This design comes from an exercise in tuning for small area, a short achievable clock period and few clock cycles on the open sky130 flow, not from production work. RTL that was checked went through simulation tests only; none was proved equivalent to the original. Power is estimated from default activity; no workload was simulated.

==> wip/sierra: inputs <==
## yuv_to_rgb32_horizontal_scaler_top
module yuv_to_rgb32_horizontal_scaler_top #(
  parameter int MAX_UPSCALE = yrs_pkg::MAX_UPSCALE_DEF
) (
  input  logic                            clk,
  input  logic                            rst_n,
  input  logic                            cfg_we,
  input  logic [yrs_pkg::CFG_IDX_W-1:0]   cfg_index,
  input  logic [yrs_pkg::CFG_W-1:0]       cfg_data,
  input  logic                            in_valid,
  output logic                            in_ready,
  input  logic [yrs_pkg::LUMA_W-1:0]      in_luma,
  input  logic [yrs_pkg::CHROMA_W-1:0]    in_chroma_u,
  input  logic [yrs_pkg::CHROMA_W-1:0]    in_chroma_v,
  input  logic                            in_row_start,
  output logic                            out_valid,
  input  logic                            out_ready,
  output logic [yrs_pkg::COLOR_W-1:0]     out_red,
  output logic [yrs_pkg::COLOR_W-1:0]     out_green,
  output logic [yrs_pkg::COLOR_W-1:0]     out_blue,
  output logic                            out_last_copy
);
==> module yrs_ctrl, before the edit <==
module yrs_ctrl (
  input  logic        clk,
  input  logic        rst_n,
  input  logic        cfg_we,
  input  logic [2:0]  cfg_index,
  input  logic [20:0] cfg_data,
  input  logic        in_valid,
  output logic        in_ready,
  input  logic        in_row_start,
  output logic        out_valid,
  input  logic        out_ready,
  output logic [7:0]  out_red,
  output logic [7:0]  out_green,
  output logic [7:0]  out_blue,
  output logic        out_last_copy,
  output logic        adv,
  output logic        tag_v,
  output logic        tag_c,    
  output logic [15:0] lg,
  output logic [15:0] ub,
  output logic [15:0] ug,
  output logic [15:0] vg,
  output logic [15:0] vr,
  input  logic [7:0]  red,
  input  logic [7:0]  green,
  input  logic [7:0]  blue,
  input  logic        dp_v,
  input  logic        dp_c
);
  logic [4:0]  step_int;
  logic        step_int_nz;
  logic [15:0] step_frac;
  logic [15:0] pos;
  logic        o_valid, o_last;
  logic [4:0]  o_cnt;
  logic [7:0]  o_r, o_g, o_b;
  logic        k_full;
  logic        k_inc;
  logic [7:0]  k_r, k_g, k_b;
  logic        accept, o_free;
  logic [16:0] pos_sum;
  logic [4:0]  dp_cnt, k_cnt;
  logic [15:0] pos_nxt;
  assign adv      = !k_full;
  assign in_ready = adv;
  assign accept   = in_valid && adv;
  always_comb begin
    pos_sum = {1'b0, pos} + {1'b0, step_frac};
    pos_nxt = in_row_start ? step_frac : pos_sum[15:0];
  end
  assign tag_v = accept && (step_int_nz || (pos_sum[16] && !in_row_start));
  assign tag_c = pos_sum[16] && !in_row_start;
  always_ff @(posedge clk) begin
    if (!rst_n) begin
      step_int    <= 5'd1;
      step_int_nz <= 1'b1;
      step_frac   <= 16'd0;
      lg        <= yrs_pkg::LUMA_GAIN_RST;
      ub        <= yrs_pkg::U_TO_BLUE_RST;
      ug        <= yrs_pkg::U_TO_GREEN_RST;
      vg        <= yrs_pkg::V_TO_GREEN_RST;
      vr        <= yrs_pkg::V_TO_RED_RST;
    end else if (cfg_we) begin
      case (cfg_index)
        yrs_pkg::REG_X_STEP: begin
          if (cfg_data[20]) begin
            step_int    <= 5'd16;
            step_int_nz <= 1'b1;
            step_frac   <= 16'd0;
          end else begin
            step_int    <= {1'b0, cfg_data[19:16]};
            step_int_nz <= (cfg_data[19:16] != 4'd0);
            step_frac   <= cfg_data[15:0];
          end
        end
        yrs_pkg::REG_LUMA_GAIN:  lg <= cfg_data[15:0];
        yrs_pkg::REG_U_TO_BLUE:  ub <= cfg_data[15:0];
        yrs_pkg::REG_U_TO_GREEN: ug <= cfg_data[15:0];
        yrs_pkg::REG_V_TO_GREEN: vg <= cfg_data[15:0];
        yrs_pkg::REG_V_TO_RED:   vr <= cfg_data[15:0];
        default: ;
      endcase
    end
  end
  always_ff @(posedge clk) begin
    if (!rst_n) pos <= 16'd0;
    else if (accept) pos <= pos_nxt;
  end
  assign dp_cnt = step_int + 5'(dp_c);
  assign k_cnt  = step_int + 5'(k_inc);
  assign o_free = !o_valid || (o_last && out_ready);
  always_ff @(posedge clk) begin
    if (!rst_n) begin
      o_valid <= 1'b0;
      o_last  <= 1'b0;
      o_cnt   <= 5'd0;
      k_full  <= 1'b0;
    end else begin
      if (o_free) begin
        if (k_full) begin
          o_valid <= 1'b1;
          o_cnt   <= k_cnt;
          o_last  <= (k_cnt == 5'd1);
        end else begin
          o_valid <= dp_v;
          o_cnt   <= dp_cnt;
          o_last  <= (dp_cnt == 5'd1);
        end
      end else if (out_ready) begin
        o_cnt  <= o_cnt - 5'd1;
        o_last <= (o_cnt == 5'd2);
      end
      if (k_full) k_full <= !o_free;
      else        k_full <= dp_v && !o_free;
    end
  end
  always_ff @(posedge clk) begin
    if (o_free) begin
      if (k_full) begin
        o_r <= k_r;
        o_g <= k_g;
        o_b <= k_b;
      end else begin
        o_r <= red;
        o_g <= green;
        o_b <= blue;
      end
    end
    if (adv) begin
      k_inc <= dp_c;
      k_r   <= red;
      k_g   <= green;
      k_b   <= blue;
    end
  end
  assign out_valid     = o_valid;
  assign out_last_copy = o_last;
  assign out_red       = o_r;
  assign out_green     = o_g;
  assign out_blue      = o_b;
endmodule
clock: 6.0 ns
lec_check: 0
abc_clock_period_in_ps: 2400
cap_margin: 20
core_margin: 2
core_utilization: 50
cts_cluster_diameter: 100
cts_cluster_size: 20
setup_slack_margin: 3.5
slew_margin: 20
run.sh (not shown) runs the stock make flow with config.mk's settings and CLKGATE_MAP_FILE= SYNTH_SCRIPT=/design/flow/synth_recipe.tcl, a recipe that flattens the netlist after the stock synthesis.
==> wip/lagoon: changes against wip/sierra <==
--- a/flow/design.v
+++ b/flow/design.v
@@ -54,3 +54,3 @@
 );
-  logic [4:0]  step_int;
+  logic [4:0]  step_int, step_int_p1;
   logic        step_int_nz;
@@ -80,2 +80,3 @@
       step_int    <= 5'd1;
+      step_int_p1 <= 5'd2;
       step_int_nz <= 1'b1;
@@ -92,2 +93,3 @@
             step_int    <= 5'd16;
+            step_int_p1 <= 5'd17;
             step_int_nz <= 1'b1;
@@ -96,2 +98,3 @@
             step_int    <= {1'b0, cfg_data[19:16]};
+            step_int_p1 <= {1'b0, cfg_data[19:16]} + 5'd1;
             step_int_nz <= (cfg_data[19:16] != 4'd0);
@@ -113,4 +116,4 @@
   end
-  assign dp_cnt = step_int + 5'(dp_c);
-  assign k_cnt  = step_int + 5'(k_inc);
+  assign dp_cnt = dp_c ? step_int_p1 : step_int;
+  assign k_cnt  = k_inc ? step_int_p1 : step_int;
   assign o_free = !o_valid || (o_last && out_ready);
- CORE_UTILIZATION: 50 -> 55
- CTS_CLUSTER_DIAMETER: 100 -> unset
- CTS_CLUSTER_SIZE: 20 -> unset
- SETUP_SLACK_MARGIN: 3.5 -> 3.4
==> wip/umber: changes against wip/sierra <==
--- a/flow/design.v
+++ b/flow/design.v
@@ -54,3 +54,3 @@
 );
-  logic [4:0]  step_int;
+  logic [4:0]  step_int, step_int_p1;
   logic        step_int_nz;
@@ -80,2 +80,3 @@
       step_int    <= 5'd1;
+      step_int_p1 <= 5'd2;
       step_int_nz <= 1'b1;
@@ -92,2 +93,3 @@
             step_int    <= 5'd16;
+            step_int_p1 <= 5'd17;
             step_int_nz <= 1'b1;
@@ -96,2 +98,3 @@
             step_int    <= {1'b0, cfg_data[19:16]};
+            step_int_p1 <= {1'b0, cfg_data[19:16]} + 5'd1;
             step_int_nz <= (cfg_data[19:16] != 4'd0);
@@ -113,4 +116,4 @@
   end
-  assign dp_cnt = step_int + 5'(dp_c);
-  assign k_cnt  = step_int + 5'(k_inc);
+  assign dp_cnt = dp_c ? step_int_p1 : step_int;
+  assign k_cnt  = k_inc ? step_int_p1 : step_int;
   assign o_free = !o_valid || (o_last && out_ready);
- CORE_UTILIZATION: 50 -> 55
- CTS_CLUSTER_DIAMETER: 100 -> unset
- CTS_CLUSTER_SIZE: 20 -> unset
- SETUP_SLACK_MARGIN: 3.5 -> 3.7
==> run summary <==
|  | wip/sierra | wip/lagoon | wip/umber |
|---|---|---|---|
| Outcome | complete, no violations | complete, no violations | complete, no violations |
| Slew @ Worst Pin | 1030 ps | 933 ps | 1090 ps |
| Final HPWL from detailed placement | 66900 um | 66500 um | 65900 um |
| Clk pwr | 2.77 mW | 4.12 mW | 4.30 mW |
| Avg Synthesized Cell Area | 10.9 um2 | 10.9 um2 | 10.9 um2 |
| Placer Congestion | 0.908 | 0.900 | 0.884 |
| Routed length on met3 | 5950 um | 5720 um | 6340 um |
| Critical path depth | 9 | 8 | 8 |
| Synth Area in Compound Gates | 12.5% | 13.1% | 13.1% |
| Final Instance Count excl. Fillers | 4423 | 4337 | 4496 |
| Core Rows | 99 | 95 | 95 |
| Fin nets | 3895 | 3872 | 4029 |
| Met1 Usage GRT | 34.9% | 38.0% | 38.4% |
| Die ar. | 0.0762 mm2 | 0.0702 mm2 | 0.0702 mm2 |
| Placed Cells incl. Taps | 4221 | 4161 | 4165 |
| Maximum clock rate | 381 MHz | 374 MHz | 376 MHz |
| Slew headroom | 31.3% | 37.8% | 27.6% |
| Share of layout cells above drive strength 1 | 14.6% | 8.80% | 29.6% |
| Worst Hold Endpoint | u_datapath.tag_c[2] | u_datapath.tag_c[2] | u_datapath.tag_c[4] |
| Proportion of power drawn by flip-flops and latches | 41.0% | 39.2% | 36.8% |
| Power group with the largest share | combinational cells | sequential cells | combinational cells |
| Arr. time, crit path | 2940 ps | 3040 ps | 3030 ps |
| Post-CTS setup buffer count | 47 | 27 | 137 |
| Wire length reported by the detailed router | 97900 um | 93900 um | 102000 um |
| Layout Skew | 26.5 ps | 27.8 ps | 26.8 ps |
Testbench counts of wip/sierra, summed over its fixed seeds: cycles 6,115.
For wip/lagoon and wip/umber, only the layout was checked, not whether the RTL still works.

port drivers added, routing unchanged:
The flow's constraints put no driver on any port. The routed layouts listed below were extracted and timed again, unchanged, in two steps. Step 1, drivers: a clkbuf_16 drives clk and a buf_2 each remaining input, both assumed. Step 2 also shifts input and output timing later by t, the mid clock arrival at the registers, as if the neighbouring blocks saw the same clock. a / b / c = no drivers / after step 1 / after step 2; a / b = the first two.
run | t, ns | setup slack, ns | worst register clock-pin slew, ns
wip/sierra | 0.649 | 3.373 / 3.373 / 2.828 | 0.09 / 0.09
wip/lagoon | 0.675 | 3.323 / 3.323 / 2.896 | 0.07 / 0.07
wip/umber | 0.671 | 3.337 / 3.337 / 3.163 | 0.07 / 0.07
After both steps setup and hold are still met in every run listed. For wip/sierra, which loses most, drivers alone change the setup slack by 0.000 ns; drivers and shift together by -0.545 ns.
